What follows belongs to an exercise in optimizing a design on an open flow for small area; a production flow would make more cautious choices.
At most, simulation tests tie the RTL to the original design; equivalence was not proved.
No functional check of the RTL was part of run 1.
No driver is modelled on the clock port, so clocking that relies on it looks cheaper here than on a real chip.
No activity file was given, so power comes from the tool's default toggle rates.

`flow/config.mk`:
```
export PLATFORM = sky130hd
export DESIGN_NAME = mcm_chip
export DESIGN_NICKNAME = mcm_chip
export VERILOG_FILES = /design/flow/design.v
export SDC_FILE = /design/flow/constraint.sdc
export NUM_CORES = 4
export LEC_CHECK = 0
export CAP_MARGIN = 0
export CORE_MARGIN = 2
export CORE_UTILIZATION = 60
export HOLD_SLACK_MARGIN = 0
export SLEW_MARGIN = 0
export SYNTH_HIERARCHICAL = 1
```
`flow/constraint.sdc`:
```
create_clock -name core_clock -period 5.0 [get_ports {clk}]
set_input_delay 1.0000 -clock core_clock [delete_from_list [all_inputs] [get_ports {clk}]]
set_output_delay 1.0000 -clock core_clock [all_outputs]
set_load 0.01 [all_outputs]
```
`flow/design.v`:
```
package mcm_pkg;
	typedef enum logic [16-1:0] {
		CMD_NOP               = 16'd0,
		CMD_SET_QUAD_COUNT    = 16'd1,
		CMD_REQ_QUAD_COUNT    = 16'd2,
		CMD_SET_INTRPT_MASK   = 16'd3,
		CMD_REQ_INTRPT_STATUS = 16'd4,
		CMD_CLR_INTRPT        = 16'd5
	} spi_cmd_e;
	typedef struct packed {
		spi_cmd_e                    cmd;
		logic [8-1:0]  addr;
		logic [40-1:0]  data;
	} spi_frame_t;
	typedef enum logic [1:0] {
		SPI_IDLE,
		SPI_SHIFT,
		SPI_DONE
	} spi_state_e;
	typedef logic [32-1:0] quad_count_t;
	typedef struct packed {
		logic a;
		logic b;
	} quad_pins_t;
	typedef struct packed {
		logic ul;
		logic ll;
		logic index;
	} limit_pins_t;
	typedef logic [3-1:0] intrpt_status_t;
	typedef logic [4-1:0] slot_mask_t;
endpackage
`timescale 1ns/1ps
module quad_cnt_bit_p
(
	input  logic q_i,
	input  logic c_i,
	input  logic up_i,
	input  logic load_i,
	input  logic d_i,
	output logic d_o,
	output logic x_o,
	output logic c_n_o
);
	assign x_o   = ~(q_i ^ up_i);
	assign c_n_o = ~(c_i & x_o);
	assign d_o   = load_i ? d_i : (q_i ^ c_i);
endmodule
module quad_cnt_bit_n
(
	input  logic q_i,
	input  logic c_n_i,
	input  logic up_i,
	input  logic load_i,
	input  logic d_i,
	output logic d_o,
	output logic x_n_o,
	output logic c_o
);
	assign x_n_o = q_i ^ up_i;
	assign c_o   = ~(c_n_i | x_n_o);
	assign d_o   = load_i ? d_i : ~(q_i ^ c_n_i);
endmodule
`timescale 1ns/1ps
module reply_sel_bit
(
	input  logic [3:0] sel_i,
	input  logic [3:0] bit_i,
	output logic       bit_o
);
	assign bit_o = |(sel_i & bit_i);
endmodule
`timescale 1ns/1ps
module mcm_top
(
	input  logic        clk,
	input  logic        rst_n_i,
	input  logic        spi_clk_i,
	input  logic        spi_scsn_i,
	input  logic        spi_mosi_i,
	output logic        spi_miso_o,
	input  logic [7:0]  quad_i,
	input  logic [11:0] limit_i,
	output logic [3:0]  intrpt_o
);
	logic [2:0]  pin_meta_q;
	logic [2:0]  pin_sync_q;
	logic [1:0]  pin_prev_q;
	logic        sclk_rise;
	logic        sclk_fall;
	logic        scsn_rise;
	logic        scsn_fall;
	logic        mosi_s;
	logic        shift_q;
	logic        done_q;
	logic        frame_start;
	logic [6:0]  bit_cnt_q;
	logic        lvl0_q;
	logic        lead_q;
	logic        hi_zero_q;
	logic [43:0] sr_q;
	logic        sr_shift;
	logic        tx_valid;
	logic        tx_bit;
	always_ff @(posedge clk or negedge rst_n_i)
	begin
		if (!rst_n_i)
		begin
			pin_meta_q <= 3'b010;
			pin_sync_q <= 3'b010;
			pin_prev_q <= 2'b10;
		end
		else
		begin
			pin_meta_q <= {spi_mosi_i, spi_scsn_i, spi_clk_i};
			pin_sync_q <= pin_meta_q;
			pin_prev_q <= pin_sync_q[1:0];
		end
	end
	assign sclk_rise = pin_sync_q[0] & ~pin_prev_q[0];
	assign sclk_fall = ~pin_sync_q[0] & pin_prev_q[0];
	assign scsn_rise = pin_sync_q[1] & ~pin_prev_q[1];
	assign scsn_fall = ~pin_sync_q[1] & pin_prev_q[1];
	assign mosi_s    = pin_sync_q[2];
	assign frame_start = scsn_fall & ~shift_q;
	always_ff @(posedge clk or negedge rst_n_i)
	begin
		if (!rst_n_i)
		begin
			shift_q <= 1'b0;
			done_q  <= 1'b0;
		end
		else
		begin
			shift_q <= shift_q ? ~scsn_rise : scsn_fall;
			done_q  <= shift_q & scsn_rise & (bit_cnt_q == 7'd64);
		end
	end
	always_ff @(posedge clk)
	begin
		if (frame_start)
			bit_cnt_q <= '0;
		else if (shift_q && sclk_rise && !scsn_rise && (bit_cnt_q != '1))
			bit_cnt_q <= bit_cnt_q + 1'b1;
	end
	logic        cmd_hi_zero;
	logic [2:0]  cmd_lo;
	logic [7:0]  addr;
	logic [31:0] data;
	logic        is_set_count;
	logic        is_req_count;
	logic        is_set_mask;
	logic        is_req_status;
	logic        is_clr;
	logic        req;
	logic [3:0]  slot_hit;
	assign cmd_hi_zero = hi_zero_q & ~lead_q;
	assign cmd_lo      = sr_q[43:41];
	assign addr        = sr_q[40:33];
	assign data        = sr_q[31:0];
	assign is_set_count  = cmd_hi_zero && (cmd_lo == 3'd1);
	assign is_req_count  = cmd_hi_zero && (cmd_lo == 3'd2);
	assign is_set_mask   = cmd_hi_zero && (cmd_lo == 3'd3);
	assign is_req_status = cmd_hi_zero && (cmd_lo == 3'd4);
	assign is_clr        = cmd_hi_zero && (cmd_lo == 3'd5);
	assign req           = done_q && (is_req_count || is_req_status);
	for (genvar s = 0; s < 4; s++)
	begin : g_hit
		assign slot_hit[s] = done_q && (addr == 8'(s));
	end
	logic         reply_c4_q;
	logic         reply_c2_q;
	logic         reply_in_range_q;
	logic [7:0]   reply_addr_q;
	logic [31:0]  reply_data_q;
	logic         reply_addr_ok;
	logic         reply_hi_ok;
	logic         reply_lo_ok;
	logic [127:0] counts;
	logic [11:0]  statuses;
	always_ff @(posedge clk or negedge rst_n_i)
	begin
		if (!rst_n_i)
		begin
			reply_c4_q <= 1'b0;
			reply_c2_q <= 1'b0;
		end
		else if (req)
		begin
			reply_c4_q <= is_req_status;
			reply_c2_q <= is_req_count;
		end
	end
	always_ff @(posedge clk)
	begin
		if (req)
		begin
			reply_in_range_q   <= (addr[7:2] == 6'd0);
			reply_addr_q       <= addr;
			reply_data_q[31:3] <= count_sel[31:3];
			reply_data_q[2:0]  <= is_req_count ? count_sel[2:0] :
				statuses[3*addr[1:0] +: 3];
		end
	end
	logic [3:0]  slot_sel;
	logic [31:0] count_sel;
	for (genvar s = 0; s < 4; s++)
	begin : g_sel
		assign slot_sel[s] = (addr[1:0] == 2'(s));
	end
	for (genvar i = 3; i < 32; i++)
	begin : g_count_sel
		reply_sel_bit i_sel (
			.sel_i (slot_sel),
			.bit_i ({counts[96+i], counts[64+i], counts[32+i], counts[i]}),
			.bit_o (count_sel[i])
		);
	end
	assign count_sel[2:0] = counts[32*addr[1:0] +: 3];
	assign reply_addr_ok = reply_c4_q | reply_c2_q;
	assign reply_hi_ok   = reply_c2_q & reply_in_range_q;
	assign reply_lo_ok   = reply_addr_ok & reply_in_range_q;
	assign sr_shift = shift_q && sclk_rise &&
		(((bit_cnt_q >= 7'd13) && (bit_cnt_q <= 7'd24)) || (bit_cnt_q >= 7'd32));
	always_ff @(posedge clk)
	begin
		if (frame_start)
		begin
			sr_q      <= {reply_c4_q, reply_c2_q, 1'b0,
				reply_addr_q & {8{reply_addr_ok}}, 1'b0,
				reply_data_q[31:3] & {29{reply_hi_ok}},
				reply_data_q[2:0] & {3{reply_lo_ok}}};
			lvl0_q    <= pin_sync_q[0];
			hi_zero_q <= 1'b1;
		end
		else
		begin
			if (sr_shift)
				sr_q <= {sr_q[42:0], mosi_s};
			if (shift_q && sclk_rise)
			begin
				if (bit_cnt_q == 7'd0)
					lead_q <= mosi_s;
				else if (bit_cnt_q[6])
					lead_q <= sr_q[43];
				if ((bit_cnt_q >= 7'd1) && (bit_cnt_q <= 7'd12) && mosi_s)
					hi_zero_q <= 1'b0;
			end
		end
	end
	always_comb
	begin
		if (!lvl0_q)
		begin
			tx_valid = ((bit_cnt_q >= 7'd13) && (bit_cnt_q <= 7'd23)) ||
				((bit_cnt_q >= 7'd32) && (bit_cnt_q <= 7'd63));
			tx_bit   = sr_q[43];
		end
		else
		begin
			tx_valid = ((bit_cnt_q >= 7'd12) && (bit_cnt_q <= 7'd22)) ||
				((bit_cnt_q >= 7'd31) && (bit_cnt_q <= 7'd62));
			tx_bit   = ((bit_cnt_q == 7'd12) || (bit_cnt_q == 7'd31)) ? sr_q[43] : sr_q[42];
		end
	end
	always_ff @(posedge clk or negedge rst_n_i)
	begin
		if (!rst_n_i)
			spi_miso_o <= 1'b0;
		else if (frame_start)
			spi_miso_o <= 1'b0;
		else if (shift_q && scsn_rise)
			spi_miso_o <= 1'b0;
		else if (shift_q && sclk_fall)
			spi_miso_o <= tx_valid & tx_bit;
	end
	for (genvar s = 0; s < 4; s++)
	begin : g_slot
		logic [1:0]  q_meta_q;
		logic [1:0]  q_sync_q;
		logic        step_up_d;
		logic        step_dn_d;
		logic        step_up;
		logic        step_dn;
		logic [31:0] count_q;
		logic [31:0] count_d;
		logic [31:0] x;
		logic [32:0] c;
		logic        lo_all;
		logic        load;
		assign load = slot_hit[s] && is_set_count;
		always_comb
		begin
			step_up_d = 1'b0;
			step_dn_d = 1'b0;
			case ({q_sync_q, q_meta_q})
				4'b0010, 4'b1011, 4'b1101, 4'b0100: step_up_d = 1'b1;
				4'b0001, 4'b0111, 4'b1110, 4'b1000: step_dn_d = 1'b1;
				default: step_up_d = 1'b0;
			endcase
		end
		always_ff @(posedge clk or negedge rst_n_i)
		begin
			if (!rst_n_i)
			begin
				q_meta_q <= '0;
				q_sync_q <= '0;
				step_up  <= 1'b0;
				step_dn  <= 1'b0;
			end
			else
			begin
				q_meta_q <= quad_i[2*s +: 2];
				q_sync_q <= q_meta_q;
				step_up  <= step_up_d;
				step_dn  <= step_dn_d;
			end
		end
		assign lo_all = &x[15:0];
		assign c[0]  = step_up | step_dn;
		assign c[16] = c[0] & lo_all;
		for (genvar i = 0; i < 32; i += 2)
		begin : g_bit
			logic c_n_next;
			logic c_next;
			logic x_n;
			quad_cnt_bit_p i_even (
				.q_i    (count_q[i]),
				.c_i    (c[i]),
				.up_i   (step_up),
				.load_i (load),
				.d_i    (data[i]),
				.d_o    (count_d[i]),
				.x_o    (x[i]),
				.c_n_o  (c_n_next)
			);
			quad_cnt_bit_n i_odd (
				.q_i    (count_q[i+1]),
				.c_n_i  (c_n_next),
				.up_i   (step_up),
				.load_i (load),
				.d_i    (data[i+1]),
				.d_o    (count_d[i+1]),
				.x_n_o  (x_n),
				.c_o    (c_next)
			);
			assign x[i+1] = ~x_n;
			if ((i % 16) != 14)
			begin : g_ripple
				assign c[i+2] = c_next;
			end
		end
		always_ff @(posedge clk or negedge rst_n_i)
		begin
			if (!rst_n_i)
				count_q <= '0;
			else
				count_q <= count_d;
		end
		assign counts[32*s +: 32] = count_q;
		logic [2:0] l_meta_q;
		logic [2:0] l_sync_q;
		logic [2:0] l_prev_q;
		logic [2:0] status_q;
		logic [2:0] mask_q;
		logic [2:0] mask_d;
		logic [2:0] clr;
		logic       intrpt_q;
		always_ff @(posedge clk or negedge rst_n_i)
		begin
			if (!rst_n_i)
			begin
				l_meta_q <= '0;
				l_sync_q <= '0;
				l_prev_q <= '0;
				status_q <= '0;
				mask_q   <= '0;
				intrpt_q <= 1'b0;
			end
			else
			begin
				l_meta_q <= {limit_i[3*s], limit_i[3*s+1], limit_i[3*s+2]};
				l_sync_q <= l_meta_q;
				l_prev_q <= l_sync_q;
				status_q <= (status_q & ~clr) | (l_sync_q & ~l_prev_q);
				mask_q   <= mask_d;
				intrpt_q <= |(status_q & ~clr & mask_d);
			end
		end
		assign clr    = (slot_hit[s] && is_clr) ? data[2:0] : 3'b000;
		assign mask_d = (slot_hit[s] && is_set_mask) ? data[2:0] : mask_q;
		assign statuses[3*s +: 3] = status_q;
		assign intrpt_o[s]        = intrpt_q;
	end
endmodule
`timescale 1ns/1ps
module mcm_chip (
	input  logic                               clk,
	input  logic                               rst_n_i,
	input  logic                               spi_clk_i,
	input  logic                               spi_scsn_i,
	input  logic                               spi_mosi_i,
	output logic                               spi_miso_o,
	input  logic [2*4-1:0]        quad_i,
	input  logic [3*4-1:0]        limit_i,
	output logic [4-1:0]          intrpt_o
);
	mcm_top i_mcm_top (
		.clk        (clk),
		.rst_n_i    (rst_n_i),
		.spi_clk_i  (spi_clk_i),
		.spi_scsn_i (spi_scsn_i),
		.spi_mosi_i (spi_mosi_i),
		.spi_miso_o (spi_miso_o),
		.quad_i     (quad_i),
		.limit_i    (limit_i),
		.intrpt_o   (intrpt_o)
	);
endmodule
```
`flow/flow/run.sh`:
```
#!/bin/bash
# Standard layout with three changes: small port buffers, no CTS dummy
# loads, and a power (area) recovery pass after CTS. make's output goes to
# standard.log; each ORFS step keeps its own log under orfs/logs.
set -euo pipefail
here=$(pwd)
export BUFFER_PORTS_ARGS="-buffer_cell sky130_fd_sc_hd__buf_1"
export CTS_ARGS="-sink_clustering_enable -repair_clock_nets -dont_use_dummy_load -buf_list sky130_fd_sc_hd__clkbuf_4 -sink_clustering_size 12 -sink_clustering_max_diameter 40"
export POST_CTS_TCL="$here/flow/post_cts.tcl"
bash standard.sh > standard.log 2>&1
```
`flow/flow/post_cts.tcl`:
```
# after CTS and its timing repair: size down cells that have slack to spare
puts "post_cts: recovering area on paths with slack"
estimate_parasitics -placement
repair_timing -recover_power 100 -verbose
detailed_placement
check_placement -verbose
report_design_area
```
`flow/standard.sh`:
```
#!/bin/bash
# synth_recipe.tcl (not shown) runs the flow's synth.tcl, then flattens the netlist and writes it again
# the make line also repeats each setting of config.mk as NAME=value (left out here)
make -C /OpenROAD-flow-scripts/flow DESIGN_CONFIG=/design/flow/config.mk WORK_HOME=/design/flow/orfs CLKGATE_MAP_FILE= SYNTH_SCRIPT=/design/flow/synth_recipe.tcl "${@:-finish}"
```
==> results.json, run 1 <==
{
  "timing.setup.tns_ps": 0,
  "dr.pass1.iters": 5,
  "status": "complete, no violations",
  "routed_wirelength_um": 34300,
  "post_detailed_route_count_of_antenna_violating_nets": 0,
  "syn-instance-count": 1354,
  "fp.coreArea_um2": 24900,
  "global_route_usage_sum": 0.270,
  "number_of_clock_sinks": 324,
  "worst_slew_margin_rel": 0.202,
  "finalSetupViolCount": 0,
  "yosys_warnings": 7,
  "io_buffers": 29,
  "number_of_max_slew_violations_in_the_final_report": 0,
  "max_fo_critical_path": 18,
  "path_class": "flip-flop to flip-flop",
  "fill_cells": 2045,
  "net_total_in_the_final_layout": 1470,
  "setup.worst_path.end_class": "flip-flop",
  "max_freq_mhz": 219,
  "std_cell_rows": 58,
  "floorplan.die.width_um": 163,
  "post-route-period-util": 0.914,
  "post_synth_instance_area_um2": 15100,
  "antenna_violations_before_repair": 1,
  "fp.dieArea_um2": 26400,
  "dr_iter_0_viols": 899,
  "grt_setup_unrepaired": "false",
  "grt_pass1_wl_um": 55600,
  "boundaryPins": 30,
  "dpl.cell_count": 1718,
  "finClkSkew_ps": 93.2,
  "clk_pin_slew_ps": 110,
  "p_leak_nw": 6.46,
  "timing.hold.worst.class": "flip-flop to flip-flop",
  "max_slew.worst_pin.slew_ps": 1190,
  "min_from": "i_mcm_top.g_slot[0].l_meta_q[0]",
  "layout.area.seq_um2": 8490,
  "finalWeightedCongestion": 0.855,
  "layout-drive-gt1-share": 0.0764,
  "wl_per_cell_um": 19.4,
  "period_minus_slack_ps": 4570,
  "timing.final.ws_setup_ps": 430,
  "number_of_endpoints_with_negative_hold_slack_in_the_final_report": 0,
  "die_y_um": 163,
  "setup.worst_path.start": "i_mcm_top.g_slot[0].step_up",
  "layout_common_cells": "sky130_fd_sc_hd__nand2_1, sky130_fd_sc_hd__dfrtp_1, sky130_fd_sc_hd__o21ai_0",
  "route.vias.total": 10300,
  "post_layout_nonfiller_instances": 1771,
  "cts_tree": "yes",
  "dpl_ws_ps": 522,
  "vdd.ir_drop.worst_mv": 0.301,
  "grt_pass1_vias": 10300,
  "cp_data_arrival_time_ps": 5150,
  "multiInputGateArea_um2": 6390,
  "routed_vias_inst": 5.84,
  "layout_commonest_cell": "sky130_fd_sc_hd__nand2_1",
  "max_cap_viol_count": 0,
  "worst_ep_required_time_ps": 5580,
  "drc": 0,
  "postSynthAreaPerCell_um2": 11.1,
  "initial_core_util": 0.606,
  "flow.area_growth_from_synthesis_pct": 6.68,
  "pin_count_of_the_biggest_net_entering_global_routing": 100,
  "worst_setup_path_start_kind": "flip-flop",
  "clock_insertion_delay_worst_skew_ps": 700,
  "cellPowerDensity_nw_per_um2": 365,
  "launch_point_of_the_worst_reg_to_reg_path": "i_mcm_top.g_slot[0].step_up",
  "dp_hpwl_um": 22800,
  "gr-total-overflow": 0
}
==> critical path, cell delays in order (launching register included) <==
cell                       delay (ps)
sky130_fd_sc_hd__dfrtp_2          720
sky130_fd_sc_hd__xnor2_1          200
sky130_fd_sc_hd__nor4bb_1         410
sky130_fd_sc_hd__nand3_1          110
sky130_fd_sc_hd__nor2_1           310
sky130_fd_sc_hd__nand2_1          160
sky130_fd_sc_hd__nor2_1           260
sky130_fd_sc_hd__nand2_1          130
sky130_fd_sc_hd__nor2_1           190
sky130_fd_sc_hd__nand2_1          120
sky130_fd_sc_hd__nor2_1           190
sky130_fd_sc_hd__nand2_1          120
sky130_fd_sc_hd__nor2_1           210
sky130_fd_sc_hd__nand2_1          130
sky130_fd_sc_hd__nor2_1           190
sky130_fd_sc_hd__nand2_1          120
sky130_fd_sc_hd__nor2_1           190
sky130_fd_sc_hd__nand2_1          120
sky130_fd_sc_hd__nor2_1           200
sky130_fd_sc_hd__nand2_1           90
sky130_fd_sc_hd__xor2_1           140
sky130_fd_sc_hd__o21ai_0          170
==> through the flow <==
step	utilization	hold slack [ps]	power (W)	instance area (um^2)
6_report	0.646	326	0.00588	16100
5_1_grt	0.646	308	0.00621	16100
3_5_place_dp	0.632	335	0.00468	15700
3_3_place_gp	0.632	332	0.00464	15700
2_1_floorplan	-	331	0.00430	15100
==> registers in the layout (all words and copies together) (netlist names), 2 cells and up <==
| name | cells |
|---|---|
| i_mcm_top.g_slot.count_q | 128 |
| i_mcm_top.sr_q | 44 |
| i_mcm_top.reply_data_q | 32 |
| i_mcm_top.g_slot.l_meta_q | 12 |
| i_mcm_top.g_slot.l_prev_q | 12 |
| i_mcm_top.g_slot.l_sync_q | 12 |
| i_mcm_top.g_slot.mask_q | 12 |
| i_mcm_top.g_slot.status_q | 12 |
| i_mcm_top.g_slot.q_meta_q | 8 |
| i_mcm_top.g_slot.q_sync_q | 8 |
| i_mcm_top.reply_addr_q | 8 |
| i_mcm_top.bit_cnt_q | 7 |
| i_mcm_top.g_slot.intrpt_q | 4 |
| i_mcm_top.g_slot.step_dn | 4 |
| i_mcm_top.g_slot.step_up | 4 |
| i_mcm_top.pin_meta_q | 3 |
| i_mcm_top.pin_sync_q | 3 |
| i_mcm_top.pin_prev_q | 2 |
==> final timing paths <==
path	slack [ps]	end	cells after the start
min in group asynchronous	460	i_mcm_top.g_slot[2].count_q[20]	1
max in group asynchronous	2990	i_mcm_top.g_slot[3].count_q[13]	2
setup reg to reg	430	i_mcm_top.g_slot[0].count_q[31]	21
hold reg to reg	330	i_mcm_top.g_slot[0].l_sync_q[0]	0
setup / recovery	430	i_mcm_top.g_slot[0].count_q[31]	21
hold / removal	330	i_mcm_top.g_slot[0].l_sync_q[0]	0
==> power by group <==
part	leakage (nW)	internal (W)	switching, W
Combinational	2.43	0.000575	0.000577
Sequential	3.81	0.00304	0.000409
Clock	0.221	0.000440	0.000838
==> routing by layer <==
metal / global-route usage / part of all wire / up-vias
met5: 0 / 0 / -
met4: 0.0708 / 0.019 / 0
met3: 0.0402 / 0.051 / 58
met2: 0.422 / 0.46 / 275
met1: 0.399 / 0.47 / 5139
li1: - / - / 4866
==> area by class of cell <==
class                      instances  area share
antenna                            1    0.000156
clock buffer                      48      0.0224
timing repair buffer              56      0.0211
sequential                       324       0.528
multi-input combinational        989       0.397
tap                              330      0.0257
inverter                          23     0.00537
==> run 2, diff against run 1 <==
--- a/flow/design.v
+++ b/flow/design.v
@@ -68,5 +68,7 @@
 	input  logic [3:0] bit_i,
-	output logic       bit_o
+	input  logic       hold_i,
+	input  logic       q_i,
+	output logic       d_o
 );
-	assign bit_o = |(sel_i & bit_i);
+	assign d_o = |(sel_i & bit_i) | (hold_i & q_i);
 endmodule
@@ -199,4 +201,3 @@
 			reply_addr_q       <= addr;
-			reply_data_q[31:3] <= count_sel[31:3];
-			reply_data_q[2:0]  <= is_req_count ? count_sel[2:0] :
+			reply_data_q[2:0]  <= is_req_count ? count_sel_lo :
 				statuses[3*addr[1:0] +: 3];
@@ -205,3 +206,5 @@
 	logic [3:0]  slot_sel;
-	logic [31:0] count_sel;
+	logic [3:0]  req_sel;
+	logic [2:0]  count_sel_lo;
+	logic [31:3] reply_data_d;
 	for (genvar s = 0; s < 4; s++)
@@ -209,2 +212,3 @@
 		assign slot_sel[s] = (addr[1:0] == 2'(s));
+		assign req_sel[s]  = req && slot_sel[s];
 	end
@@ -213,8 +217,12 @@
 		reply_sel_bit i_sel (
-			.sel_i (slot_sel),
-			.bit_i ({counts[96+i], counts[64+i], counts[32+i], counts[i]}),
-			.bit_o (count_sel[i])
+			.sel_i  (req_sel),
+			.bit_i  ({counts[96+i], counts[64+i], counts[32+i], counts[i]}),
+			.hold_i (!req),
+			.q_i    (reply_data_q[i]),
+			.d_o    (reply_data_d[i])
 		);
 	end
-	assign count_sel[2:0] = counts[32*addr[1:0] +: 3];
+	assign count_sel_lo = counts[32*addr[1:0] +: 3];
+	always_ff @(posedge clk)
+		reply_data_q[31:3] <= reply_data_d;
 	assign reply_addr_ok = reply_c4_q | reply_c2_q;
--- a/flow/flow/run.sh
+++ b/flow/flow/run.sh
@@ -7,3 +7,3 @@
 export BUFFER_PORTS_ARGS="-buffer_cell sky130_fd_sc_hd__buf_1"
-export CTS_ARGS="-sink_clustering_enable -repair_clock_nets -dont_use_dummy_load -buf_list sky130_fd_sc_hd__clkbuf_4 -sink_clustering_size 12 -sink_clustering_max_diameter 40"
+export CTS_ARGS="-sink_clustering_enable -repair_clock_nets -dont_use_dummy_load -buf_list sky130_fd_sc_hd__clkbuf_4 -sink_clustering_size 10 -sink_clustering_max_diameter 40"
 export POST_CTS_TCL="$here/flow/post_cts.tcl"
==> results.json, run 2 <==
{
  "status": "complete, no violations",
  "grt_setup_unrepaired": "false",
  "timing.setup.tns_ps": 0,
  "cellPowerDensity_nw_per_um2": 359,
  "drc": 0,
  "boundaryPins": 30,
  "timing.final.ws_setup_ps": 509,
  "layout-drive-gt1-share": 0.0816,
  "routed_vias_inst": 5.84,
  "grt_pass1_vias": 10300,
  "postSynthAreaPerCell_um2": 10.9,
  "wl_per_cell_um": 19.0,
  "timing.hold.worst.class": "flip-flop to flip-flop",
  "number_of_clock_sinks": 324,
  "antenna_violations_before_repair": 1,
  "dp_hpwl_um": 21300,
  "clk_pin_slew_ps": 110,
  "fp.dieArea_um2": 26000,
  "initial_core_util": 0.611,
  "slowest_stage": "sky130_fd_sc_hd__dfrtp_2",
  "max_fo_critical_path": 18,
  "post_detailed_route_count_of_antenna_violating_nets": 0,
  "period_minus_slack_ps": 4490,
  "worst_ep_required_time_ps": 5550,
  "pin_count_of_the_biggest_net_entering_global_routing": 92,
  "switching_share": 0.306,
  "cp_data_arrival_time_ps": 5050,
  "syn-instance-count": 1358,
  "layout_common_cells": "sky130_fd_sc_hd__nand2_1, sky130_fd_sc_hd__dfrtp_1, sky130_fd_sc_hd__xnor2_1",
  "number_of_endpoints_with_negative_hold_slack_in_the_final_report": 0,
  "io_buffers": 29,
  "fin_worst_hold_slack_ps": 328,
  "fp.coreArea_um2": 24300,
  "dr_iter_0_viols": 947,
  "cts_tree": "yes",
  "p_seq_frac": 0.594,
  "max_cap_viol_count": 0,
  "dr.pass1.iters": 5,
  "finClkSkew_ps": 82.4,
  "power.combinational.fraction": 0.184,
  "max_freq_mhz": 223,
  "clock_power_share": 0.222,
  "flip_flop_count_of_the_largest_register_after_layout": 128,
  "flow.area_growth_from_synthesis_pct": 7.29,
  "largestRegisters": "i_mcm_top.g_slot.count_q (128), i_mcm_top.sr_q (44), i_mcm_top.reply_data_q (32)",
  "grt_pass1_wl_um": 55300,
  "global_route_usage_sum": 0.266,
  "post-route-period-util": 0.898,
  "worst_setup_path_start_kind": "flip-flop",
  "slowest_delay_ps": 670,
  "vdd.ir_drop.worst_mv": 0.296,
  "dpl-instance-area_um2": 15500,
  "clock_insertion_delay_worst_skew_ps": 680,
  "route.vias.total": 10300,
  "finalSetupViolCount": 0,
  "routed_wirelength_um": 33400,
  "internal_pwr_total_w": 0.00397,
  "gr-total-overflow": 0,
  "finalWeightedCongestion": 0.838,
  "floorplan.die.width_um": 161,
  "max_slew.worst_pin.slew_ps": 1310,
  "die_y_um": 161,
  "number_of_max_slew_violations_in_the_final_report": 0,
  "layout_commonest_cell": "sky130_fd_sc_hd__nand2_1",
  "std_cell_rows": 57,
  "final_area_um2": 15900,
  "p_leak_nw": 6.39,
  "sw_pwr_w": 0.00175,
  "dpl_ws_ps": 470,
  "yosys_warnings": 7,
  "path_class": "flip-flop to flip-flop",
  "setup.worst_path.end_class": "flip-flop",
  "worst_slew_margin_rel": 0.128,
  "post_synth_instance_area_um2": 14900,
  "sequence_of_cells_on_the_critical_path": "xnor2_1, nor4bb_1, nand3_1, nor2_1, nand2_1, nor2_1, nand2_1, nor2_1, nand2_1, nor2_1, nand2_1, nor2_1, nand2_1, nor2_1, nand2_1, nor2_1, nand2_1, nor2_1, nand2_1, xor2_1, o21ai_0",
  "net_total_in_the_final_layout": 1464,
  "registers.top_by_ff_count": "i_mcm_top.g_slot.count_q"
}
## run 2: path summary, 6_finish.rpt
check                      depth (start not counted)                              end  slack, ps                             from
max                                               21  i_mcm_top.g_slot[1].count_q[31]        510      i_mcm_top.g_slot[1].step_up
min                                                0  i_mcm_top.g_slot[0].l_sync_q[0]        330  i_mcm_top.g_slot[0].l_meta_q[0]
max reg2reg                                       21  i_mcm_top.g_slot[1].count_q[31]        510      i_mcm_top.g_slot[1].step_up
min reg2reg                                        0  i_mcm_top.g_slot[0].l_sync_q[0]        330  i_mcm_top.g_slot[0].l_meta_q[0]
max in group asynchronous                          3      i_mcm_top.g_slot[1].step_up       3800                          rst_n_i
min in group asynchronous                          2  i_mcm_top.g_slot[2].count_q[22]        350                          rst_n_i
## run 2: worst max-delay path: cells and delay by family (launching register included)
| family | cells | cell delay (ps) |
|---|---|---|
| flip-flops | 1 | 670 |
| XOR/XNOR | 2 | 340 |
| AND/OR/NAND/NOR | 18 | 3290 |
| AO/OA/AOI/OAI | 1 | 130 |
## run 2: cell type report
cell class / instances / area (um^2)
Antenna cell: 2 / 5.00
Sequential cell: 324 / 8210
Multi-Input combinational cell: 992 / 6530
Clock buffer: 47 / 353
Tap cell: 324 / 405
Fill cell: 1947 / 8380
Inverter: 20 / 75.1
Timing Repair Buffer: 51 / 362
## run 2: routing by layer
metal	wire length, um	global-route usage
met5	0	0
met4	698	0.0674
met3	1760	0.0437
met2	14900	0.410
met1	16000	0.398
## run 2: power by group through the flow
stage | clock (W) | sequential, W | combinational [W]
floorplan | 0 | 0.00334 | 0.000852
global placement | 0 | 0.00344 | 0.00103
detailed placement | 0 | 0.00345 | 0.00106
global route | 0.00142 | 0.00345 | 0.00117
finish | 0.00127 | 0.00340 | 0.00105
## run 2: through the flow
| step | power [W] | utilization | std cells |
|---|---|---|---|
| after global placement | 0.00447 | 0.636 | 1706 |
| final | 0.00572 | 0.655 | 1760 |
| after detailed placement | 0.00451 | 0.636 | 1706 |
| after floorplan | 0.00419 | - | 1358 |
| after global routing | 0.00604 | 0.655 | 1760 |
==> run 3, diff against run 2 <==
--- a/flow/design.v
+++ b/flow/design.v
@@ -33,2 +33,15 @@
 `timescale 1ns/1ps
+module spi_sr_bit
+(
+	input  logic load_i,
+	input  logic load_bit_i,
+	input  logic shift_i,
+	input  logic shift_bit_i,
+	input  logic hold_i,
+	input  logic q_i,
+	output logic d_o
+);
+	assign d_o = (load_i & load_bit_i) | (shift_i & shift_bit_i) | (hold_i & q_i);
+endmodule
+`timescale 1ns/1ps
 module quad_cnt_bit_p
@@ -232,2 +245,26 @@
 		(((bit_cnt_q >= 7'd13) && (bit_cnt_q <= 7'd24)) || (bit_cnt_q >= 7'd32));
+	logic [43:0] sr_load;
+	logic [43:0] sr_load_en;
+	logic [43:0] sr_d;
+	logic        sr_shift_only;
+	logic        sr_hold;
+	assign sr_load = {reply_c4_q, reply_c2_q, 1'b0, reply_addr_q, 1'b0, reply_data_q};
+	assign sr_load_en = {{3{frame_start}}, {8{frame_start & reply_addr_ok}}, frame_start,
+		{29{frame_start & reply_hi_ok}}, {3{frame_start & reply_lo_ok}}};
+	assign sr_shift_only = sr_shift & ~frame_start;
+	assign sr_hold       = ~sr_shift & ~frame_start;
+	for (genvar i = 0; i < 44; i++)
+	begin : g_sr
+		spi_sr_bit i_sr_bit (
+			.load_i      (sr_load_en[i]),
+			.load_bit_i  (sr_load[i]),
+			.shift_i     (sr_shift_only),
+			.shift_bit_i ((i == 0) ? mosi_s : sr_q[(i == 0) ? 0 : i-1]),
+			.hold_i      (sr_hold),
+			.q_i         (sr_q[i]),
+			.d_o         (sr_d[i])
+		);
+	end
+	always_ff @(posedge clk)
+		sr_q <= sr_d;
 	always_ff @(posedge clk)
@@ -236,6 +273,2 @@
 		begin
-			sr_q      <= {reply_c4_q, reply_c2_q, 1'b0,
-				reply_addr_q & {8{reply_addr_ok}}, 1'b0,
-				reply_data_q[31:3] & {29{reply_hi_ok}},
-				reply_data_q[2:0] & {3{reply_lo_ok}}};
 			lvl0_q    <= pin_sync_q[0];
@@ -243,15 +276,10 @@
 		end
-		else
+		else if (shift_q && sclk_rise)
 		begin
-			if (sr_shift)
-				sr_q <= {sr_q[42:0], mosi_s};
-			if (shift_q && sclk_rise)
-			begin
-				if (bit_cnt_q == 7'd0)
-					lead_q <= mosi_s;
-				else if (bit_cnt_q[6])
-					lead_q <= sr_q[43];
-				if ((bit_cnt_q >= 7'd1) && (bit_cnt_q <= 7'd12) && mosi_s)
-					hi_zero_q <= 1'b0;
-			end
+			if (bit_cnt_q == 7'd0)
+				lead_q <= mosi_s;
+			else if (bit_cnt_q[6])
+				lead_q <= sr_q[43];
+			if ((bit_cnt_q >= 7'd1) && (bit_cnt_q <= 7'd12) && mosi_s)
+				hi_zero_q <= 1'b0;
 		end
==> results.json, run 3 <==
{
  "status": "complete, no violations",
  "reg2reg_to": "i_mcm_top.g_slot[3].count_q[31]",
  "max_slew.worst_pin.slew_ps": 1370,
  "internal_pwr_total_w": 0.00389,
  "flow.area_growth_from_synthesis_pct": 6.98,
  "grt_pass1_vias": 10200,
  "fp.coreArea_um2": 24200,
  "dr_iter_0_viols": 1160,
  "finClkSkew_ps": 58.4,
  "post-route-period-util": 0.887,
  "launch_point_of_the_worst_reg_to_reg_path": "i_mcm_top.g_slot[3].step_up",
  "postSynthAreaPerCell_um2": 10.6,
  "path_class": "flip-flop to flip-flop",
  "finalSetupViolCount": 0,
  "max_fo_critical_path": 19,
  "max_cap_viol_count": 0,
  "dp_hpwl_um": 21300,
  "number_of_clock_sinks": 324,
  "syn-instance-count": 1395,
  "layout_commonest_cell": "sky130_fd_sc_hd__nand2_1",
  "dr.pass1.iters": 6,
  "routed_wirelength_um": 33500,
  "registers.top_by_ff_count": "i_mcm_top.g_slot.count_q",
  "worst_ep_required_time_ps": 5480,
  "slowest_delay_ps": 690,
  "timing.setup.tns_ps": 0,
  "layout-drive-gt1-share": 0.0797,
  "gr-total-overflow": 0,
  "power.combinational.fraction": 0.193,
  "post_detailed_route_count_of_antenna_violating_nets": 0,
  "clock_insertion_delay_worst_skew_ps": 670,
  "io_buffers": 29,
  "boundaryPins": 30,
  "number_of_max_slew_violations_in_the_final_report": 0,
  "yosys_warnings": 7,
  "sequence_of_cells_on_the_critical_path": "xnor2_1, nor4bb_1, buf_4, nand3_1, nor2_1, nand2_1, nor2_1, nand2_1, nor2_1, nand2_1, nor2_1, nand2_1, nor2_1, nand2_1, nor2_1, nand2_1, nor2_1, nand2_1, nor2_1, nand2_1, xor2_1, o21ai_0",
  "routed_vias_inst": 5.82,
  "worst_slew_margin_rel": 0.0753,
  "vdd.ir_drop.worst_mv": 0.306,
  "worst_setup_path_start_kind": "flip-flop",
  "max_freq_mhz": 225,
  "drc": 0,
  "global_route_usage_sum": 0.265,
  "slowest_stage": "sky130_fd_sc_hd__dfrtp_2",
  "antenna_violations_before_repair": 1,
  "sw_pwr_w": 0.00174,
  "fill_cells": 2049,
  "post_synth_instance_area_um2": 14700,
  "layout_common_cells": "sky130_fd_sc_hd__nand2_1, sky130_fd_sc_hd__dfrtp_1, sky130_fd_sc_hd__o21ai_0",
  "cellPowerDensity_nw_per_um2": 357,
  "grt_setup_unrepaired": "false",
  "p_seq_frac": 0.588,
  "clock_power_share": 0.219,
  "worst_path_dominant_cell_family": "simple AND/OR/NAND/NOR gates",
  "wl_per_cell_um": 18.6,
  "flip_flop_count_of_the_largest_register_after_layout": 128,
  "fin_util": 0.651,
  "std_cell_rows": 57,
  "period_minus_slack_ps": 4440,
  "pin_count_of_the_biggest_net_entering_global_routing": 106,
  "grt_pass1_wl_um": 54800,
  "r2r_slack_ps": 560,
  "largestRegisters": "i_mcm_top.g_slot.count_q (128), i_mcm_top.sr_q (44), i_mcm_top.reply_data_q (32)",
  "setup.worst_path.end_class": "flip-flop",
  "number_of_endpoints_with_negative_hold_slack_in_the_final_report": 0,
  "die_y_um": 161,
  "p_leak_nw": 6.89,
  "switching_share": 0.309,
  "route.vias.total": 10500,
  "timing.hold.worst.class": "input pin to asynchronous set/reset pin",
  "cp_data_arrival_time_ps": 4920,
  "finalWeightedCongestion": 0.812,
  "timing.reg2reg.worst_path_depth": 22,
  "initial_core_util": 0.608,
  "fp.dieArea_um2": 25800,
  "worstPathBufferInverterCount": 1,
  "clk_pin_slew_ps": 100,
  "net_total_in_the_final_layout": 1510,
  "cts_tree": "yes",
  "floorplan.die.width_um": 161
}
-- run 3: layout make-up --
type,count,area (um^2),area share
inverters,65,244,0.0155
diodes,1,2.50,0.000159
clock buffers,45,338,0.0214
well taps,324,405,0.0257
repair buffers,56,384,0.0244
multi-input cells,990,6620,0.419
flip-flops and latches,324,7780,0.493
-- run 3: how the worst max path moves through the flow --
stage,startpoint,to,cells past startpoint,slack (ps)
3_5_place_dp,i_mcm_top.g_slot[0].step_up,i_mcm_top.g_slot[0].count_q[31],22,590
5_1_grt,i_mcm_top.g_slot[0].step_up,i_mcm_top.g_slot[0].count_q[31],22,10
2_1_floorplan,i_mcm_top.sr_q[40],i_mcm_top.g_slot[0].count_q[0],5,190
6_report,i_mcm_top.g_slot[3].step_up,i_mcm_top.g_slot[3].count_q[31],22,560
3_3_place_gp,i_mcm_top.g_slot[3].step_up,i_mcm_top.g_slot[3].count_q[31],22,730
-- run 3: per-stage QoR --
stage	setup WS (ps)	power (W)	hold slack (ps)	cells	cell area [um^2]
3_3_place_gp	727	0.00443	332	1754	15400
2_1_floorplan	193	0.00411	331	1396	14700
3_5_place_dp	590	0.00447	335	1754	15400
5_1_grt	13.8	0.00595	149	1805	15800
6_report	565	0.00564	193	1805	15800
-- run 3: worst reg2reg max path: cells and delay by family, from the launching register on --
family,cells,cell delay (ps)
XOR/XNOR,2,330
AO/OA/AOI/OAI,1,90
AND/OR/NAND/NOR,18,3030
flip-flops,1,690
buffers and inverters,1,150
-- run 3: power groups by stage --
stage               logic [W]  registers, W  clock network [W]
finish                0.00109       0.00332            0.00123
floorplan            0.000848       0.00327                  0
global route          0.00121       0.00336            0.00139
global placement      0.00107       0.00336                  0
detailed placement    0.00111       0.00336                  0
-- run 3: metal layers --
layer	share of wire	wire [um]	global-route usage	vias up
li1	-	-	-	5039
met3	0.055	1840	0.0372	53
met2	0.46	15400	0.420	310
met4	0.019	622	0.0633	0
met5	0	0	0	-
met1	0.47	15700	0.390	5111
==> run 4, diff against run 3 <==
--- a/flow/flow/run.sh
+++ b/flow/flow/run.sh
@@ -7,3 +7,3 @@
 export BUFFER_PORTS_ARGS="-buffer_cell sky130_fd_sc_hd__buf_1"
-export CTS_ARGS="-sink_clustering_enable -repair_clock_nets -dont_use_dummy_load -buf_list sky130_fd_sc_hd__clkbuf_4 -sink_clustering_size 10 -sink_clustering_max_diameter 40"
+export CTS_ARGS="-sink_clustering_enable -repair_clock_nets -dont_use_dummy_load -buf_list {sky130_fd_sc_hd__clkbuf_2 sky130_fd_sc_hd__clkbuf_4} -root_buf sky130_fd_sc_hd__clkbuf_4 -sink_clustering_buffer sky130_fd_sc_hd__clkbuf_2 -sink_clustering_size 6 -sink_clustering_max_diameter 30"
 export POST_CTS_TCL="$here/flow/post_cts.tcl"
==> results.json, run 4 <==
{
  "post_synth_instance_area_um2": 14700,
  "net_total_in_the_final_layout": 1540,
  "dr_iter_0_viols": 1304,
  "layout_commonest_cell": "sky130_fd_sc_hd__nand2_1",
  "slowest_stage": "sky130_fd_sc_hd__buf_2",
  "period_minus_slack_ps": 4500,
  "p_leak_nw": 7.00,
  "boundaryPins": 30,
  "groute.layer.met2.usage": 0.422,
  "worst_slew_margin_rel": 0.0897,
  "post_detailed_route_count_of_antenna_violating_nets": 0,
  "cp_data_arrival_time_ps": 5090,
  "path_class": "flip-flop to flip-flop",
  "max_cap_viol_count": 0,
  "number_of_endpoints_with_negative_hold_slack_in_the_final_report": 0,
  "post_layout_nonfiller_instances": 1835,
  "route.vias.total": 10700,
  "std_cell_rows": 57,
  "setup.worst_path.end_class": "flip-flop",
  "routed_wirelength_um": 33900,
  "cts_tree": "yes",
  "timing.reg2reg.worst_path_depth": 22,
  "grt_pass1_vias": 10500,
  "wl_per_cell_um": 18.5,
  "yosys_warnings": 7,
  "vdd.ir_drop.worst_mv": 0.243,
  "launch_point_of_the_worst_reg_to_reg_path": "i_mcm_top.g_slot[2].step_up",
  "grt_setup_unrepaired": "false",
  "max_freq_mhz": 222,
  "io_buffers": 29,
  "largestRegisters": "i_mcm_top.g_slot.count_q (128), i_mcm_top.sr_q (44), i_mcm_top.reply_data_q (32)",
  "grt_pass1_wl_um": 55600,
  "max_fo_critical_path": 22,
  "registers.top_by_ff_count": "i_mcm_top.g_slot.count_q",
  "postSynthAreaPerCell_um2": 10.6,
  "drc": 0,
  "sequence_of_cells_on_the_critical_path": "buf_2, xnor2_1, nor4bb_1, nand3_1, nor2_1, nand2_1, nor2_1, nand2_1, nor2_1, nand2_1, nor2_1, nand2_1, nor2_1, nand2_1, nor2_1, nand2_1, nor2_1, nand2_1, nor2_1, nand2_1, xor2_1, o21ai_1",
  "gr-usage-met1": 0.388,
  "worst_setup_path_start_kind": "flip-flop",
  "worstPathBufferInverterCount": 1,
  "status": "complete, no violations",
  "flow.area_growth_from_synthesis_pct": 7.41,
  "finalSetupViolCount": 0,
  "number_of_clock_sinks": 324,
  "antenna_violations_before_repair": 1,
  "worst_path_dominant_cell_family": "simple AND/OR/NAND/NOR gates",
  "flip_flop_count_of_the_largest_register_after_layout": 128,
  "finalWeightedCongestion": 0.812,
  "dp_hpwl_um": 21300,
  "global_route_usage_sum": 0.269,
  "clock_insertion_delay_worst_skew_ps": 690,
  "initial_core_util": 0.608,
  "gr-total-overflow": 0,
  "fp.dieArea_um2": 25800,
  "die_y_um": 161,
  "finClkSkew_ps": 104,
  "reg2reg_to": "i_mcm_top.g_slot[2].count_q[31]",
  "fp.coreArea_um2": 24200,
  "layout-drive-gt1-share": 0.0987,
  "clk_pin_slew_ps": 120,
  "use_met3": 0.0465,
  "dr.pass1.iters": 6,
  "timing.setup.tns_ps": 0,
  "grt.busiest_layer": "met2",
  "worst_ep_required_time_ps": 5590,
  "post-route-period-util": 0.901,
  "timing.hold.worst.class": "input pin to asynchronous set/reset pin",
  "cellPowerDensity_nw_per_um2": 362,
  "dpl.cell_count": 1754,
  "layout_common_cells": "sky130_fd_sc_hd__nand2_1, sky130_fd_sc_hd__dfrtp_1, sky130_fd_sc_hd__o21ai_0",
  "r2r_slack_ps": 500,
  "routed_vias_inst": 5.84,
  "syn-instance-count": 1395,
  "max_slew.worst_pin.slew_ps": 1350,
  "slowest_delay_ps": 600,
  "number_of_max_slew_violations_in_the_final_report": 0,
  "floorplan.die.width_um": 161,
  "pin_count_of_the_biggest_net_entering_global_routing": 106
}
run 4: per-layer routing:
metal | vias to the layer above | wire [um]
met5 | - | 0
li1 | 5104 | -
met2 | 347 | 15600
met3 | 73 | 2050
met1 | 5185 | 15500
met4 | 0 | 785
run 4: worst max path at each step:
| stage | from | to | slack, ps | depth (start not counted) |
|---|---|---|---|---|
| 2_1_floorplan | i_mcm_top.sr_q[40] | i_mcm_top.g_slot[0].count_q[0] | 190 | 5 |
| 3_3_place_gp | i_mcm_top.g_slot[3].step_up | i_mcm_top.g_slot[3].count_q[31] | 730 | 22 |
| 3_5_place_dp | i_mcm_top.g_slot[0].step_up | i_mcm_top.g_slot[0].count_q[31] | 590 | 22 |
| 5_1_grt | i_mcm_top.g_slot[0].step_up | i_mcm_top.g_slot[0].count_q[31] | 10 | 22 |
| 6_report | i_mcm_top.g_slot[2].step_up | i_mcm_top.g_slot[2].count_q[31] | 500 | 22 |
run 4: where the power goes:
part / internal, W / leakage (nW) / total (W) / switching [W]
combinational: 0.000556 / 2.99 / 0.00110 / 0.000539
clock: 0.000431 / 0.316 / 0.00132 / 0.000892
sequential: 0.00293 / 3.69 / 0.00332 / 0.000390
total: 0.00391 / 7.00 / 0.00574 / 0.00182
run 4: final cells by class:
type | count | area [um^2]
fillers | 2055 | 8410
flip-flops and latches | 324 | 7780
multi-input cells | 990 | 6620
well taps | 324 | 405
clock buffers | 75 | 398
repair buffers | 56 | 382
inverters | 65 | 244
diodes | 1 | 2.50
run 4: metrics by stage:
stage                     worst slack, ps  power (W)  utilization  hold WS (ps)  cell area (um^2)
after detailed placement              590    0.00447        0.636           335             15400
after floorplan                       193    0.00411            -           331             14700
after global routing                 12.5    0.00607        0.653           146             15800
after global placement                727    0.00443        0.636           332             15400
final                                 497    0.00574        0.653           199             15800
==> run 5, diff against run 4 <==
--- a/flow/design.v
+++ b/flow/design.v
@@ -312,2 +312,12 @@
 	end
+	logic        cnt_live_q;
+	logic [31:0] cnt_data;
+	always_ff @(posedge clk or negedge rst_n_i)
+	begin
+		if (!rst_n_i)
+			cnt_live_q <= 1'b0;
+		else
+			cnt_live_q <= 1'b1;
+	end
+	assign cnt_data = data & {32{cnt_live_q}};
 	for (genvar s = 0; s < 4; s++)
@@ -326,3 +336,3 @@
 		logic        load;
-		assign load = slot_hit[s] && is_set_count;
+		assign load = (slot_hit[s] && is_set_count) || !cnt_live_q;
 		always_comb
@@ -367,3 +377,3 @@
 				.load_i (load),
-				.d_i    (data[i]),
+				.d_i    (cnt_data[i]),
 				.d_o    (count_d[i]),
@@ -377,3 +387,3 @@
 				.load_i (load),
-				.d_i    (data[i+1]),
+				.d_i    (cnt_data[i+1]),
 				.d_o    (count_d[i+1]),
@@ -388,9 +398,4 @@
 		end
-		always_ff @(posedge clk or negedge rst_n_i)
-		begin
-			if (!rst_n_i)
-				count_q <= '0;
-			else
-				count_q <= count_d;
-		end
+		always_ff @(posedge clk)
+			count_q <= count_d;
 		assign counts[32*s +: 32] = count_q;
==> flow/flow/run.sh (replaced) <==
#!/bin/bash
# Standard layout with three changes: small port buffers, no CTS dummy
# loads, and a power (area) recovery pass after CTS. make's output goes to
# standard.log; each ORFS step keeps its own log under orfs/logs.
set -euo pipefail
here=$(pwd)
export BUFFER_PORTS_ARGS="-buffer_cell sky130_fd_sc_hd__buf_1"
export CTS_ARGS="-sink_clustering_enable -repair_clock_nets -dont_use_dummy_load -buf_list sky130_fd_sc_hd__clkbuf_4 -sink_clustering_size 10 -sink_clustering_max_diameter 40"
export POST_CTS_TCL="$here/flow/post_cts.tcl"
bash standard.sh > standard.log 2>&1
--- a/flow/config.mk
+++ b/flow/config.mk
@@ -10,2 +10,3 @@
 export CORE_UTILIZATION = 60
+export GPL_TIMING_DRIVEN = 0
 export HOLD_SLACK_MARGIN = 0
==> results.json, run 5 <==
{
  "gr-usage-met1": 0.347,
  "layout_common_cells": "sky130_fd_sc_hd__nand2_1, sky130_fd_sc_hd__dfxtp_1, sky130_fd_sc_hd__o21ai_0",
  "power.combinational.fraction": 0.144,
  "cp_data_arrival_time_ps": 5090,
  "p_seq_frac": 0.600,
  "postSynthAreaPerCell_um2": 9.86,
  "flow.area_growth_from_synthesis_pct": 8.50,
  "grt_pass1_wl_um": 54000,
  "dp_hpwl_um": 22400,
  "std_cell_rows": 56,
  "layout-drive-gt1-share": 0.0804,
  "boundaryPins": 30,
  "finalWeightedCongestion": 0.876,
  "fp.coreArea_um2": 23500,
  "switching_share": 0.277,
  "fp.dieArea_um2": 25200,
  "flip_flop_count_of_the_largest_register_after_layout": 128,
  "pin_count_of_the_biggest_net_entering_global_routing": 42,
  "sw_pwr_w": 0.00132,
  "clk_pin_slew_ps": 110,
  "grt_pass1_vias": 10600,
  "period_minus_slack_ps": 4530,
  "path_class": "flip-flop to flip-flop",
  "net_total_in_the_final_layout": 1584,
  "antenna_violations_before_repair": 1,
  "post_detailed_route_count_of_antenna_violating_nets": 0,
  "post-route-period-util": 0.906,
  "global_route_usage_sum": 0.262,
  "fin_worst_hold_slack_ps": 346,
  "timing.hold.worst.class": "input pin to asynchronous set/reset pin",
  "layout.area.seq_um2": 7170,
  "dr.pass1.iters": 6,
  "worst_setup_path_start_kind": "flip-flop",
  "max_cap_viol_count": 0,
  "use_met3": 0.0355,
  "yosys_warnings": 7,
  "initial_core_util": 0.612,
  "wl_per_cell_um": 17.6,
  "vdd.ir_drop.worst_mv": 0.211,
  "floorplan.die.width_um": 159,
  "max_fo_critical_path": 27,
  "max_freq_mhz": 221,
  "fill_cells": 1949,
  "p_leak_nw": 6.22,
  "gr-total-overflow": 0,
  "routed_wirelength_um": 32900,
  "final_area_um2": 15600,
  "dpl_ws_ps": 256,
  "post_synth_instance_area_um2": 14400,
  "number_of_max_slew_violations_in_the_final_report": 0,
  "largestRegisters": "i_mcm_top.g_slot.count_q (128), i_mcm_top.sr_q (44), i_mcm_top.reply_data_q (32)",
  "dr_iter_0_viols": 885,
  "dpl.cell_count": 1822,
  "dpl-instance-area_um2": 15300,
  "finClkSkew_ps": 68.6,
  "setup.worst_path.end_class": "flip-flop",
  "number_of_endpoints_with_negative_hold_slack_in_the_final_report": 0,
  "die_y_um": 159,
  "groute.layer.met2.usage": 0.445,
  "number_of_clock_sinks": 325,
  "syn-instance-count": 1457,
  "timing.final.ws_setup_ps": 469,
  "worst_ep_required_time_ps": 5550,
  "routed_vias_inst": 5.74,
  "max_slew.worst_pin.slew_ps": 1150,
  "cts_tree": "yes",
  "clock_power_share": 0.256,
  "internal_pwr_total_w": 0.00346,
  "io_buffers": 29,
  "drc": 0,
  "finalSetupViolCount": 0,
  "clock_insertion_delay_worst_skew_ps": 700,
  "cellPowerDensity_nw_per_um2": 307,
  "route.vias.total": 10800,
  "registers.top_by_ff_count": "i_mcm_top.g_slot.count_q",
  "worst_slew_margin_rel": 0.228,
  "multiInputGateArea_um2": 6920,
  "grt.busiest_layer": "met2",
  "layout_commonest_cell": "sky130_fd_sc_hd__nand2_1",
  "status": "complete, no violations",
  "post_layout_nonfiller_instances": 1874
}
-- run 5: changes by cell type in the layout (fill, tap and decap cells not counted), moves of 8 or more --
| cell | previous run | this run |
|---|---|---|
| sky130_fd_sc_hd__dfxtp_1 | 81 | 209 |
| sky130_fd_sc_hd__dfrtp_1 | 222 | 96 |
| sky130_fd_sc_hd__clkbuf_2 | 73 | 8 |
| sky130_fd_sc_hd__clkbuf_4 | 10 | 48 |
| sky130_fd_sc_hd__and2_1 | 4 | 37 |
| sky130_fd_sc_hd__nand2_1 | 233 | 249 |
| sky130_fd_sc_hd__clkbuf_1 | 1 | 14 |
| sky130_fd_sc_hd__buf_4 | 12 | 2 |
| sky130_fd_sc_hd__nor4bb_1 | 19 | 11 |
-- run 5: power by group through the flow --
stage | Combinational [W] | Clock, W | Sequential [W]
finish | 0.000687 | 0.00123 | 0.00287
global route | 0.000762 | 0.00138 | 0.00289
detailed placement | 0.000677 | 0 | 0.00293
global placement | 0.000587 | 0 | 0.00296
floorplan | 0.000465 | 0 | 0.00292
-- run 5: worst max-delay path, stage by stage (launching register included) --
cell and delay, ps:
sky130_fd_sc_hd__dfrtp_1 550, sky130_fd_sc_hd__buf_12 270, sky130_fd_sc_hd__xnor2_1 180, sky130_fd_sc_hd__nor4bb_2 510, sky130_fd_sc_hd__nand3_1 130, sky130_fd_sc_hd__nor2_1 260, sky130_fd_sc_hd__nand2_1 130, sky130_fd_sc_hd__nor2_1 190
sky130_fd_sc_hd__nand2_1 110, sky130_fd_sc_hd__nor2_1 180, sky130_fd_sc_hd__nand2_1 110, sky130_fd_sc_hd__nor2_1 200, sky130_fd_sc_hd__nand2_1 140, sky130_fd_sc_hd__nor2_1 190, sky130_fd_sc_hd__nand2_1 110, sky130_fd_sc_hd__nor2_1 180
sky130_fd_sc_hd__nand2_1 120, sky130_fd_sc_hd__nor2_1 210, sky130_fd_sc_hd__nand2_1 110, sky130_fd_sc_hd__nor2_1 180, sky130_fd_sc_hd__nand2_1 90, sky130_fd_sc_hd__xor2_1 130, sky130_fd_sc_hd__o21ai_0 80
-- run 5: final timing paths --
path / end / startpoint / slack [ps] / cells past startpoint
max: i_mcm_top.g_slot[2].count_q[31] / i_mcm_top.g_slot[2].step_up / 470 / 22
min: i_mcm_top.g_slot[0].status_q[0] / rst_n_i / 350 / 1
max reg2reg: i_mcm_top.g_slot[2].count_q[31] / i_mcm_top.g_slot[2].step_up / 470 / 22
min reg2reg: i_mcm_top.g_slot[0].l_sync_q[1] / i_mcm_top.g_slot[0].l_meta_q[1] / 350 / 0
max in group asynchronous: i_mcm_top.pin_meta_q[1] / rst_n_i / 3360 / 4
min in group core_clock: i_mcm_top.g_slot[0].l_sync_q[1] / i_mcm_top.g_slot[0].l_meta_q[1] / 350 / 0
-- run 5: per-stage QoR --
| stage | setup TNS, ps | utilization | power [W] |
|---|---|---|---|
| detailed placement | 0 | 0.654 | 0.00361 |
| global placement | -546980 | 0.634 | 0.00355 |
| global route | -41.6 | 0.664 | 0.00503 |
| finish | 0 | 0.664 | 0.00478 |
| floorplan | -14750 | - | 0.00338 |
-- run 5: layer usage --
layer | wire length, um | vias to the layer above | share of wire
met3 | 1610 | 62 | 0.049
met1 | 14700 | 5155 | 0.45
met5 | 0 | - | 0
met4 | 787 | 0 | 0.024
li1 | - | 5288 | -
met2 | 15800 | 260 | 0.48
-- run 5: layout make-up --
type	count	area share
antenna	1	0.000161
buffer	19	0.00562
clock buffer	44	0.0212
inverter	63	0.0152
multi-input combinational	1051	0.444
sequential	325	0.460
tap	319	0.0256
timing repair buffer	52	0.0281
==> run 6, diff against run 5 <==
--- a/flow/flow/run.sh
+++ b/flow/flow/run.sh
@@ -9,2 +9,3 @@
 export POST_CTS_TCL="$here/flow/post_cts.tcl"
+export RECOVER_POWER=100
 bash standard.sh > standard.log 2>&1
--- a/flow/config.mk
+++ b/flow/config.mk
@@ -10,3 +10,2 @@
 export CORE_UTILIZATION = 60
-export GPL_TIMING_DRIVEN = 0
 export HOLD_SLACK_MARGIN = 0
==> results.json, run 6 <==
{
  "dr.pass1.iters": 7,
  "max_cap_viol_count": 3,
  "dpl-instance-area_um2": 15000,
  "period_minus_slack_ps": 4590,
  "slowest_stage": "sky130_fd_sc_hd__dfrtp_1",
  "max_fo_critical_path": 18,
  "path_class": "flip-flop to flip-flop",
  "grt_setup_unrepaired": "false",
  "p_leak_nw": 6.08,
  "max_slew.worst_pin.slew_ps": 2750,
  "cts_tree": "yes",
  "postSynthAreaPerCell_um2": 9.86,
  "top_layer_used": "met4",
  "cp_data_arrival_time_ps": 5100,
  "finClkSkew_ps": 65.0,
  "cellPowerDensity_nw_per_um2": 311,
  "finalSetupViolCount": 0,
  "die_y_um": 159,
  "floorplan.die.width_um": 159,
  "net_total_in_the_final_layout": 1568,
  "routed-wl-met3_um": 1950,
  "violations": "max-capacitance violations, max-slew violations",
  "post_detailed_route_count_of_antenna_violating_nets": 0,
  "global_route_usage_sum": 0.264,
  "largestRegisters": "i_mcm_top.g_slot.count_q (128), i_mcm_top.sr_q (44), i_mcm_top.reply_data_q (32)",
  "wl_per_cell_um": 17.9,
  "grt_pass1_vias": 10400,
  "dp_hpwl_um": 22400,
  "worst_setup_path_start_kind": "flip-flop",
  "dpl_ws_ps": 500,
  "setup.worst_path.end_class": "flip-flop",
  "r2r_slack_ps": 410,
  "layout_commonest_cell": "sky130_fd_sc_hd__nand2_1",
  "drc": 0,
  "syn-instance-count": 1457,
  "fp.coreArea_um2": 23500,
  "fin_util": 0.650,
  "post_synth_instance_area_um2": 14400,
  "flow.area_growth_from_synthesis_pct": 6.18,
  "initial_core_util": 0.612,
  "fin_worst_hold_slack_ps": 332,
  "yosys_warnings": 7,
  "post_layout_nonfiller_instances": 1858,
  "dr_iter_0_viols": 1026,
  "slowest_delay_ps": 900,
  "antenna_violations_before_repair": 1,
  "number_of_endpoints_with_negative_hold_slack_in_the_final_report": 0,
  "routed_vias_inst": 5.81,
  "met1_length_um": 15000,
  "fp.dieArea_um2": 25200,
  "dpl.cell_count": 1806,
  "layout-drive-gt1-share": 0.0624,
  "timing.final.ws_setup_ps": 414,
  "clk_pin_slew_ps": 100,
  "grt_pass1_wl_um": 54600,
  "worst_slew_margin_rel": -0.842,
  "dr_wl_met2_um": 15500,
  "vdd.ir_drop.worst_mv": 0.228,
  "number_of_clock_sinks": 325,
  "post-route-period-util": 0.917,
  "route.vias.total": 10800,
  "boundaryPins": 30,
  "io_buffers": 29,
  "worst_ep_required_time_ps": 5510,
  "clock_insertion_delay_worst_skew_ps": 680,
  "registers.top_by_ff_count": "i_mcm_top.g_slot.count_q",
  "std_cell_rows": 56,
  "flip_flop_count_of_the_largest_register_after_layout": 128,
  "gr-total-overflow": 0,
  "status": "finished with violations",
  "finalWeightedCongestion": 0.856,
  "timing.hold.worst.class": "flip-flop to flip-flop",
  "max_freq_mhz": 218,
  "final_area_um2": 15200,
  "layout_common_cells": "sky130_fd_sc_hd__nand2_1, sky130_fd_sc_hd__dfxtp_1, sky130_fd_sc_hd__o21ai_0",
  "pin_count_of_the_biggest_net_entering_global_routing": 75,
  "sequence_of_cells_on_the_critical_path": "xnor2_1, nor4bb_1, nand3_1, nor2_1, nand2_1, nor2_1, nand2_1, nor2_1, nand2_1, nor2_1, nand2_1, nor2_1, nand2_1, nor2_1, nand2_1, nor2_1, nand2_1, nor2_1, nand2_1, xor2_1, o21ai_0",
  "number_of_max_slew_violations_in_the_final_report": 99,
  "routed_wirelength_um": 33300
}
[run 6: cell types whose count changed in the layout (fill, tap and decap cells not counted), moves of 5 or more]
cell and delta:
sky130_fd_sc_hd__o21ai_0 +12, sky130_fd_sc_hd__buf_4 +8, sky130_fd_sc_hd__o21ai_1 -9, sky130_fd_sc_hd__buf_12 -5, sky130_fd_sc_hd__nor4bb_1 +5, sky130_fd_sc_hd__clkbuf_2 -6
[run 6: path summary, 6_finish.rpt]
path | from | end | cells past startpoint
hold reg to reg | i_mcm_top.pin_meta_q[0] | i_mcm_top.pin_sync_q[0] | 0
setup reg to reg | i_mcm_top.g_slot[1].step_up | i_mcm_top.g_slot[1].count_q[31] | 21
max in group asynchronous | rst_n_i | i_mcm_top.g_slot[3].intrpt_q | 2
min in group asynchronous | rst_n_i | i_mcm_top.g_slot[2].l_prev_q[2] | 1
hold / removal | i_mcm_top.pin_meta_q[0] | i_mcm_top.pin_sync_q[0] | 0
setup / recovery | i_mcm_top.g_slot[1].step_up | i_mcm_top.g_slot[1].count_q[31] | 21
[run 6: layout make-up]
type                            count  area [um^2]
Fill cell                        1997         8230
Sequential cell                   325         7160
Multi-Input combinational cell   1051         6840
Tap cell                          319          399
Clock buffer                       45          338
Timing Repair Buffer               54          267
Inverter                           63          236
Antenna cell                        1         2.50
[run 6: through the flow]
stage	setup TNS, ps	power [W]
2_1_floorplan	-14750	0.00338
3_3_place_gp	0	0.00356
3_5_place_dp	0	0.00357
5_1_grt	0	0.00498
6_report	0	0.00474
[run 6: where the power goes]
group	leakage [nW]	switching, W	internal, W	total [W]
clock network	0.207	0.000827	0.000414	0.00124
logic	2.85	0.000329	0.000277	0.000606
registers	3.02	0.000159	0.00274	0.00290
total	6.08	0.00132	0.00343	0.00474
[run 6: routing by layer]
layer  up-vias  GRT usage
li1       5267          -
met1      5170      0.364
met2       288      0.434
met3        64     0.0384
met4         0     0.0813
met5         -          0
[run 6: worst max-delay path: cells and delay by family (launching register included)]
kind / cells / cell delay [ps]
and+or+nand+nor: 18 / 3110
xor gates and xnor gates: 2 / 340
DFF: 1 / 900
AOI/OAI and AO/OA: 1 / 80
==> run 7, diff against run 6 <==
--- a/flow/config.mk
+++ b/flow/config.mk
@@ -9,3 +9,3 @@
 export CORE_MARGIN = 2
-export CORE_UTILIZATION = 60
+export CORE_UTILIZATION = 75
 export HOLD_SLACK_MARGIN = 0
==> results.json, run 7 <==
{
  "drc": 0,
  "max_slew.worst_pin.slew_ps": 3540,
  "pin_count_of_the_biggest_net_entering_global_routing": 71,
  "die_y_um": 142,
  "layout_commonest_cell": "sky130_fd_sc_hd__nand2_1",
  "antenna_violations_before_repair": 1,
  "timing.setup.tns_ps": 0,
  "syn-instance-count": 1457,
  "grt_pass1_wl_um": 55800,
  "max_cap_viol_count": 6,
  "vdd.ir_drop.worst_mv": 0.258,
  "violations": "max-capacitance violations, max-slew violations",
  "dp_hpwl_um": 23000,
  "timing.hold.worst_path_depth": 0,
  "number_of_endpoints_with_negative_hold_slack_in_the_final_report": 0,
  "flip_flop_count_of_the_largest_register_after_layout": 128,
  "fp.dieArea_um2": 20300,
  "setup.worst_path.start": "i_mcm_top.lead_q",
  "clock_insertion_delay_worst_skew_ps": 660,
  "largestRegisters": "i_mcm_top.g_slot.count_q (128), i_mcm_top.sr_q (44), i_mcm_top.reply_data_q (32)",
  "dpl.cell_count": 1720,
  "net_total_in_the_final_layout": 1559,
  "timing.final.ws_setup_ps": 374,
  "dr.pass1.iters": 7,
  "finClkSkew_ps": 56.0,
  "path_class": "flip-flop to flip-flop",
  "cts_tree": "yes",
  "min_from": "i_mcm_top.g_slot[0].l_meta_q[0]",
  "grt_setup_unrepaired": "false",
  "status": "finished with violations",
  "gr-total-overflow": 0,
  "post_layout_nonfiller_instances": 1764,
  "reg2reg_to": "i_mcm_top.reply_data_q[21]",
  "clk_pin_slew_ps": 100,
  "worst_slew_margin_rel": -1.36,
  "cp_data_arrival_time_ps": 5200,
  "layout-drive-gt1-share": 0.0576,
  "period_minus_slack_ps": 4630,
  "floorplan.die.width_um": 142,
  "fin_util": 0.803,
  "routed_wirelength_um": 34200,
  "cp-endpoint": "i_mcm_top.reply_data_q[21]",
  "p_leak_nw": 6.05,
  "dr_iter_0_viols": 1121,
  "finalSetupViolCount": 0,
  "number_of_max_slew_violations_in_the_final_report": 224,
  "fill_cells": 1281,
  "global_route_usage_sum": 0.345,
  "initial_core_util": 0.765,
  "registers.top_by_ff_count": "i_mcm_top.g_slot.count_q",
  "yosys_warnings": 7,
  "grt_pass1_vias": 11200,
  "postSynthAreaPerCell_um2": 9.86,
  "post_detailed_route_count_of_antenna_violating_nets": 0,
  "fp.coreArea_um2": 18800,
  "route.vias.total": 11200,
  "post_synth_instance_area_um2": 14400,
  "worst_ep_required_time_ps": 5570,
  "layout_common_cells": "sky130_fd_sc_hd__nand2_1, sky130_fd_sc_hd__dfxtp_1, sky130_fd_sc_hd__o21ai_0",
  "launch_point_of_the_worst_reg_to_reg_path": "i_mcm_top.lead_q",
  "pwr_total_w": 0.00469,
  "routed_vias_inst": 6.34,
  "r2r_slack_ps": 370,
  "io_buffers": 29,
  "setup.worst_path.end_class": "flip-flop",
  "boundaryPins": 30,
  "finalWeightedCongestion": 0.935,
  "max_freq_mhz": 216,
  "cellPowerDensity_nw_per_um2": 311,
  "flow.area_growth_from_synthesis_pct": 4.99,
  "max_fo_critical_path": 34,
  "number_of_clock_sinks": 325,
  "worst_setup_path_start_kind": "flip-flop",
  "dpl_ws_ps": 630,
  "timing.hold.worst.class": "flip-flop to flip-flop",
  "wl_per_cell_um": 19.4,
  "timing.reg2reg.worst_path_depth": 9,
  "post-route-period-util": 0.925,
  "std_cell_rows": 50
}
[run 7: where the power goes]
part / internal, W / switching (W)
Combinational: 0.000275 / 0.000347
Sequential: 0.00274 / 0.000157
Clock: 0.000379 / 0.000794
[run 7: worst min-delay path by stage]
stage	to	slack, ps
6_report	i_mcm_top.g_slot[0].l_sync_q[0]	350
5_1_grt	i_mcm_top.pin_sync_q[1]	360
3_5_place_dp	i_mcm_top.g_slot[0].l_sync_q[0]	340
3_3_place_gp	i_mcm_top.pin_sync_q[2]	330
2_1_floorplan	i_mcm_top.g_slot[0].l_sync_q[0]	330
[run 7: critical path: stages, from the launching register on]
cell and delay, ps:
sky130_fd_sc_hd__edfxtp_1 440, sky130_fd_sc_hd__nand2b_1 200, sky130_fd_sc_hd__nor3b_1 480, sky130_fd_sc_hd__nand2_1 100, sky130_fd_sc_hd__clkbuf_1 880, sky130_fd_sc_hd__nor2_1 1080, sky130_fd_sc_hd__clkbuf_1 750, sky130_fd_sc_hd__clkbuf_1 330
sky130_fd_sc_hd__a22oi_1 170, sky130_fd_sc_hd__nand2_1 90
[run 7: final cells by class]
class,count,area (um^2),area share
Antenna cell,1,2.50,0.000166
Clock buffer,41,308,0.0204
Inverter,63,236,0.0157
Multi-Input combinational cell,1051,6850,0.455
Sequential cell,325,7160,0.475
Tap cell,234,293,0.0194
Timing Repair Buffer,49,220,0.0146
[run 7: per-layer routing]
layer | part of all wire | vias to the layer above | wire length, um | global-route usage
met5 | 0 | - | 0 | 0
met4 | 0.037 | 0 | 1280 | 0.156
met3 | 0.081 | 102 | 2770 | 0.0535
met2 | 0.48 | 498 | 16400 | 0.579
met1 | 0.40 | 5340 | 13800 | 0.446
li1 | - | 5242 | - | -
[run 7: stage by stage]
step	hold WS [ps]	cell area, um^2
6_report	351	15100
5_1_grt	361	15100
3_5_place_dp	336	14900
3_3_place_gp	331	14900
2_1_floorplan	331	14400

Check on run 7: ideal ports give 0.374 ns setup slack; a clkbuf_16 on the clock port and buf_2 on the inputs give 0.374 ns; moving port delays by the midpoint clock arrival (0.673 ns) as well gives 0.374 ns.
